This design comes from an exercise in tuning for small area on the open sky130 flow, not from production work.
Where RTL was checked, it was by simulation tests only, not by an equivalence proof against the original.
The clock port is modelled as an ideal driver; clocking choices that lean on that would not hold on a real chip.
Power and IR drop assume default switching activity.

Setup of lane 2:
==> flow/design.v (excerpt) <==
module oled_snake_top #(
	parameter int unsigned vdd_wait  = 50,
	parameter int unsigned res_low   = 40,
	parameter int unsigned vbat_wait = 60,
	parameter int unsigned frame_gap = 200
) (
	input  logic clk,
	input  logic rstn,
	input  logic display,
	input  logic mv_l,
	input  logic mv_r,
	input  logic mv_u,
	input  logic mv_d,
	output logic oled_res,
	output logic oled_dc,
	output logic oled_sclk,
	output logic oled_sdin,
	output logic oled_vbat,
	output logic oled_vdd,
	output logic ready
);
clock: 25.0 ns
lec_check: 0
cap_margin: 20
core_margin: 2
core_utilization: 40
slew_margin: 20
run.sh (not shown) runs the stock make flow with config.mk's settings and CLKGATE_MAP_FILE= SYNTH_SCRIPT=/design/flow/synth_recipe.tcl, a recipe that flattens the netlist after the stock synthesis.
Setup changes, lane 2 to lane 4
- putting ABC_AREA at 1 where nothing was set
- putting CTS_BUF_LIST at sky130_fd_sc_hd__clkbuf_8 where nothing was set
- putting CTS_CLUSTER_DIAMETER at 500 where nothing was set
- putting CTS_CLUSTER_SIZE at 100 where nothing was set
==> summary.txt <==
In lane 4 the overall power of the completed layout turned out about 18% lower than in lane 2. Lane 4 against lane 2: ratio of final minimum period to clock period decreased by 0.20 points relative to the old numbers; clock transition at the registers of the reported paths picked up an extra 0.03 ns. Comparing instance count after placement with tap cells included for lane 2 and lane 4, the smaller number came from lane 2. Of lane 2 and lane 4, lane 2 shows the higher global placer's final weighted congestion, with lane 4 below it. When lane 4 is measured against lane 2, its design area turns out 3.0% lower. Synthesized cell count: lane 2 and lane 4 compared, higher one is lane 4. Diff lane 2 -> lane 4: clock buffer count dropped 2; count of plain and timing-repair buffers dropped 1; sum of routed wire length over all layers barely changed; total iterations of the first detailed-routing run climbed 1.

* * *

the baseline:
oled_snake_top, a different RTL version from the one above (not shown whole).
Size in the first run: roughly 73 flip-flops, about 14 I/O pins, ~4700 µm² of cells after synthesis.
// oled_snake_top
module oled_snake_top #(
	parameter int unsigned vdd_wait  = 50,
	parameter int unsigned res_low   = 40,
	parameter int unsigned vbat_wait = 60,
	parameter int unsigned frame_gap = 200
) (
	input  logic clk,
	input  logic rstn,
	input  logic display,
	input  logic mv_l,
	input  logic mv_r,
	input  logic mv_u,
	input  logic mv_d,
	output logic oled_res,
	output logic oled_dc,
	output logic oled_sclk,
	output logic oled_sdin,
	output logic oled_vbat,
	output logic oled_vdd,
	output logic ready
);
	localparam logic [2:0] S_VDD  = 3'd0;
	localparam logic [2:0] S_CMD  = 3'd1;	 
	localparam logic [2:0] S_RES  = 3'd2;
	localparam logic [2:0] S_VBAT = 3'd3;
	localparam logic [2:0] S_GAP  = 3'd4;
	localparam logic [2:0] S_SNK  = 3'd5;	 
	localparam logic [2:0] S_PLC  = 3'd6;	 
	localparam logic [2:0] S_DATA = 3'd7;
	localparam logic [95:0] INIT_CMDS = {
		8'hAE, 8'h8D, 8'h14, 8'hD9, 8'hF1, 8'h81,
		8'h0F, 8'hA0, 8'hC0, 8'hDA, 8'h00, 8'hAF
	};
	logic [4:0] btn_sync, rel_n;
	logic [1:0] dir_e;
	logic       tog, game_on, game_on_q, place_pend, shown;
	logic [2:0] st;
	logic [5:0] P;
	logic [6:0] col;
	logic [1:0] page;
	logic [7:0] dbyte;	 
	wire  [3:0] K = dbyte[3:0];
	logic [4:0] wrow;
	logic [6:0] wcol;
	logic [1:0] M [0:8];
	assign rel_n = btn_sync & ~{display, mv_d, mv_u, mv_l, mv_r};
	wire slot     = (st == S_CMD) || (st == S_DATA);
	wire counting = (st == S_GAP) || (st == S_SNK) || (st == S_PLC) || (st == S_DATA);
	wire game_on_n = game_on ^ tog;
	wire pend_n    = place_pend || (game_on && !game_on_q);
	wire at_r      = (st == S_GAP) && {page, col, P} == {2'd0, 7'd3, 6'd7};
	wire do_place  = at_r && pend_n;
	wire do_move   = at_r && !pend_n && game_on_n && shown;
	wire walk     = (st == S_DATA) && (P[5:4] == 2'b01) && (P[3:0] <= 4'd9);
	wire [3:0] s  = P[3:0];
	wire wmove    = (st == S_DATA) && P[4] && (P[3:0] <= 4'd8);
	wire wshift   = (st == S_DATA) && P == 6'd25;
	logic [7:0] cbyte;
	always_comb begin
		if (!ready)
			cbyte = INIT_CMDS[8*(11-int'(K)) +: 8];
		else case (K[2:0])
			3'd2:    cbyte = 8'h20;
			3'd3:    cbyte = 8'h10;
			3'd4:    cbyte = 8'h22;
			3'd5:    cbyte = {6'd0, page};
			3'd6:    cbyte = 8'h00;
			default: cbyte = 8'h10;
		endcase
	end
	wire [2:0] bidx  = 3'd6 - P[4:2];	 
  ...
==> flow/config.mk <==
export PLATFORM = sky130hd
export DESIGN_NAME = oled_snake_top
export DESIGN_NICKNAME = oled_snake_top
export VERILOG_FILES = /design/flow/design.v
export SDC_FILE = /design/flow/constraint.sdc
export NUM_CORES = 4
export LEC_CHECK = 0
export ABC_AREA = 1
export CAP_MARGIN = 20
export CORE_MARGIN = 2
export CORE_UTILIZATION = 40
export SLEW_MARGIN = 20
==> flow/constraint.sdc <==
create_clock -name core_clock -period 25.0 [get_ports {clk}]
set_input_delay 5.0000 -clock core_clock [delete_from_list [all_inputs] [get_ports {clk}]]
set_output_delay 5.0000 -clock core_clock [all_outputs]
set_load 0.01 [all_outputs]
standard.sh (not shown) runs the stock make flow with config.mk's settings and CLKGATE_MAP_FILE= SYNTH_SCRIPT=/design/flow/synth_recipe.tcl, a recipe that flattens the netlist after the stock synthesis.
==> flow/flow/run.sh <==
#!/bin/bash
# The standard layout with two changes: the port buffers are the smallest
# buffer, and the clock tree is built by flow/manual_cts.tcl (one root
# buffer on the clock port's net feeding 4 leaf buffers, each driving a
# k-means cluster of flip-flops) before TritonCTS, which then leaves the
# buffered clock net alone. Each ORFS step keeps its full log under
# orfs/logs; make's own output goes to make.log here.
set -euo pipefail
export BUFFER_PORTS_ARGS="-buffer_cell sky130_fd_sc_hd__buf_1"
export PRE_CTS_TCL="$PWD/flow/manual_cts.tcl"
export CTS_ARGS="-clk_nets clk -sink_clustering_enable -repair_clock_nets -buf_list sky130_fd_sc_hd__clkbuf_16 -dont_use_dummy_load"
bash standard.sh > make.log 2>&1
Other scripts of this flow, unchanged in this note and not shown: flow/flow/manual_cts.tcl
The baseline completed; timing, DRC and antenna clean
--- input diff the baseline..the candidate ---
==> flow/flow/run.sh <==
#!/bin/bash
# The standard layout (standard.sh) with these changes:
#  - synthesis: flow/synth.tcl runs the standard flow's synthesis script with ABC's
#    combinational mapping done by flow/abc.script;
#  - the port buffers are the smallest buffer;
#  - the clock tree is built by flow/manual_cts.tcl (one root buffer on the
#    clock port's net feeding 4 leaf buffers, each driving a k-means cluster
#    of flip-flops) before TritonCTS, which then leaves the buffered clock
#    net alone.
# Each ORFS step keeps its full log under orfs/logs; make's own output goes
# to make.log here.
set -euo pipefail
export OWN_WORK="$PWD"
export OWN_ABC_SCRIPT="$PWD/flow/abc.script"
export BUFFER_PORTS_ARGS="-buffer_cell sky130_fd_sc_hd__buf_1"
export PRE_CTS_TCL="$PWD/flow/manual_cts.tcl"
export CTS_ARGS="-clk_nets clk -sink_clustering_enable -repair_clock_nets -buf_list sky130_fd_sc_hd__clkbuf_16 -dont_use_dummy_load"
bash standard.sh SYNTH_SCRIPT="$PWD/flow/synth.tcl" finish > make.log 2>&1
==> flow/flow/abc.script (new file) <==
strash; &get -n; &deepsyn -T 30; &put; dch -f; amap; topo
==> flow/flow/synth.tcl (new file) <==
# The standard synthesis (synth_recipe.tcl, sourced unchanged below) with
# one change: the combinational logic is mapped by ABC with flow/abc.script,
# an area-oriented script, against a 25 ns delay target given in ps (the
# standard flow hands ABC the period in ns). Registers, their names and
# cell types are left as the standard synthesis makes them.
proc abc {args} {
  set i [lsearch -exact $args -script]
  if {$i >= 0} {
    lset args [expr {$i + 1}] $::env(OWN_ABC_SCRIPT)
  }
  set j [lsearch -exact $args -D]
  if {$j >= 0} {
    lset args [expr {$j + 1}] 25000
  }
  puts "own flow: abc $args"
  yosys abc {*}$args
}
source $::env(OWN_WORK)/synth_recipe.tcl
Notes after the runs:
- The candidate finished every step from synthesis to the final layout, and the layout passed the timing, DRC and antenna checks.
- Compared with the baseline, in the candidate fraction of synthesized cell area in xor and xnor cells fell by 2.2 points; synthesized instance count lower.
- When the candidate is measured against the baseline, its met2 layer wire length in the routed design turns out about 18% lower.
- Looking at largest stage delay on the critical path, the candidate sits 0.15 ns lower than the baseline does.
- The largest family of logic cells by synthesized area comes out simple AND/OR/NAND/NOR gates in one run and compound AO/OA/AOI/OAI gates in the other, namely in the baseline and the candidate respectively.
Function was not checked in any run of this note: the RTL went through the layout flow alone.

what the ideal ports hide:
The results above use ideal ports. As a check the final layouts listed here were re-extracted and re-timed, cells and wires unchanged.
Step 1 sets driving cells, clkbuf_16 on the clock port and buf_2 on the other inputs (assumed; they add their load-dependent delay and slew).
Step 2 moves the port delays by t, midway between the first and last clock arrival at a register: inputs arrive t later, outputs are due t later. That takes back most of the time a late clock gives input paths.
Three values: ideal ports, drivers, drivers and shift; two values: the first two.
run	t (ns)	setup WS [ns]	worst setup path after step 2	slew at the worst register clock pin (ns)	worst slew at a driven data input, ns
lane 2	0.380	17.374 / 17.335 / 17.715	register to output	0.07 / 0.07	0.03
lane 4	0.402	17.423 / 17.389 / 17.791	register to output	0.09 / 0.09	0.03
the baseline	0.440	17.884 / 17.856 / 18.296	register to output	0.10 / 0.10	0.03
the candidate	0.445	17.401 / 17.372 / 17.817	register to output	0.09 / 0.09	0.03
After both steps setup and hold are still met in every run listed.
